This is an optimization exercise on Yosys and OpenROAD, whose aim is small area and a short achievable clock period, not a production implementation.
Function was checked by simulation only, so behaviour that the tests miss may differ from the original.
No activity file was given, so power comes from the tool's default toggle rates.

// rename_top
module rename_top (
    input  logic      clk,
    input  logic      rst,
    input  logic      rename_valid,
    input  logic [$clog2(32)-1:0] rs1_arch,
    input  logic [$clog2(32)-1:0] rs2_arch,
    input  logic [$clog2(32)-1:0] rd_arch,
    input  logic      complete_valid,
    input  logic [$clog2(16)-1:0]   complete_rob_id,
    input  logic      complete_mispredict,
    output logic      rename_ready,
    output logic [$clog2(64)-1:0]  rs1_phy,
    output logic [$clog2(64)-1:0]  rs2_phy,
    output logic [$clog2(64)-1:0]  rd_phy,
    output logic [$clog2(16)-1:0]   rob_id,
    output logic      retire_valid,
    output logic [$clog2(32)-1:0] retire_rd_arch,
    output logic [$clog2(64)-1:0]  retire_rd_phy,
    output logic      flush
);
Size: roughly 740 flip-flops, roughly 60 I/O pins, roughly 37000 sq um of cells after synthesis.
make LEC_CHECK=0 CAP_MARGIN=20 CELL_PAD_IN_SITES_DETAIL_PLACEMENT=1 CELL_PAD_IN_SITES_GLOBAL_PLACEMENT=2 CORE_MARGIN=2 CORE_UTILIZATION=25 CTS_BUF_LIST=sky130_fd_sc_hd__clkbuf_16 CTS_CLUSTER_DIAMETER=60 CTS_CLUSTER_SIZE=30 PLACE_DENSITY=0.85 SETUP_SLACK_MARGIN=1.8 SLEW_MARGIN=20 finish   # period 6.0 ns
run.sh (not shown) runs the stock make flow with config.mk's settings and CLKGATE_MAP_FILE= SYNTH_SCRIPT=/design/flow/synth_recipe.tcl, a recipe that flattens the netlist after the stock synthesis.
The first run completed with no timing, DRC or antenna violations.
Next try:
--- a/flow/config.mk
+++ b/flow/config.mk
@@ -6,5 +6,5 @@
 export NUM_CORES = 4
 export LEC_CHECK = 0
-export CAP_MARGIN = 20
+export CAP_MARGIN = 5
 export CELL_PAD_IN_SITES_DETAIL_PLACEMENT = 1
 export CELL_PAD_IN_SITES_GLOBAL_PLACEMENT = 2
@@ -12,7 +12,7 @@
 export CORE_UTILIZATION = 25
 export CTS_BUF_LIST = sky130_fd_sc_hd__clkbuf_16
-export CTS_CLUSTER_DIAMETER = 60
-export CTS_CLUSTER_SIZE = 30
+export CTS_CLUSTER_DIAMETER = 100
+export CTS_CLUSTER_SIZE = 20
 export PLACE_DENSITY = 0.85
 export SETUP_SLACK_MARGIN = 1.8
-export SLEW_MARGIN = 20
+export SLEW_MARGIN = 5
- setup slack barely changes
- final cell count came out lower by 0.77%
- global-route usage came out lower by 0.22 points
- final area came out lower by 2.3%
- area after synthesis is unchanged
- clock skew came out lower by 0.013 ns
- critical path depth does not change
- utilization came out lower by 0.69 points
Next try:
==> flow/config.mk (replaced) <==
export PLATFORM = sky130hd
export DESIGN_NAME = rename_top
export DESIGN_NICKNAME = rename_top
export VERILOG_FILES = /design/flow/design.v
export SDC_FILE = /design/flow/constraint.sdc
export NUM_CORES = 4
export LEC_CHECK = 0
export CAP_MARGIN = 20
export CELL_PAD_IN_SITES_DETAIL_PLACEMENT = 1
export CELL_PAD_IN_SITES_GLOBAL_PLACEMENT = 2
export CORE_MARGIN = 2
export CORE_UTILIZATION = 25
export PLACE_DENSITY = 0.45
export SETUP_SLACK_MARGIN = 2.0
export SLEW_MARGIN = 20
Combinational power came out higher by 16%.
Global-route usage came out higher by 5.1 points.
Area after synthesis stays the same.
Via count came out higher by 2.0%.
Worst setup slack improved by 0.049 ns.
Final cell count came out higher by 4.2%.
Count of clock-buffer cells in the layout came out higher by 99.
Die area stays the same.
Final area came out higher by 8.3%.
Total power came out higher by 18%.
Next try:
--- a/flow/config.mk
+++ b/flow/config.mk
@@ -11,5 +11,8 @@
 export CORE_MARGIN = 2
 export CORE_UTILIZATION = 25
-export PLACE_DENSITY = 0.45
-export SETUP_SLACK_MARGIN = 2.0
+export CTS_BUF_LIST = sky130_fd_sc_hd__clkbuf_16
+export CTS_CLUSTER_DIAMETER = 100
+export CTS_CLUSTER_SIZE = 20
+export PLACE_DENSITY = 0.85
+export SETUP_SLACK_MARGIN = 1.7
 export SLEW_MARGIN = 20
Outcome: Area after synthesis is unchanged; utilization came out lower by 2.5 points; wire length came out lower by 18%; total power came out lower by 16%.

port drivers added, routing unchanged:
Ports are ideal in the flow. The routed layouts listed here were re-timed in OpenROAD.
Step 1 assumes that a clkbuf_16 drives the clock port and a buf_2 every other input.
Step 2 also shifts input and output timing later by t, the mid clock arrival at the registers, as if the neighbouring blocks saw the same clock.
Slacks: ideal / step 1 / step 2; pairs: ideal / step 1.
run	t, ns	slack for setup (ns)	worst setup path at the end	worst register clock-pin slew, ns
the first run	0.728	1.813 / 1.768 / 1.209	input to register	0.10 / 0.10
the second run	0.707	1.812 / 1.752 / 1.269	input to register	0.10 / 0.10
the third run	0.776	1.861 / 1.807 / 1.320	input to register	0.06 / 0.06
the fourth run	0.707	1.713 / 1.672 / 1.225	input to register	0.10 / 0.10
After both steps setup and hold are still met in every run listed. The setup slack of the first run, which loses most, moves by -0.045 ns with the drivers and by -0.604 ns with both steps.
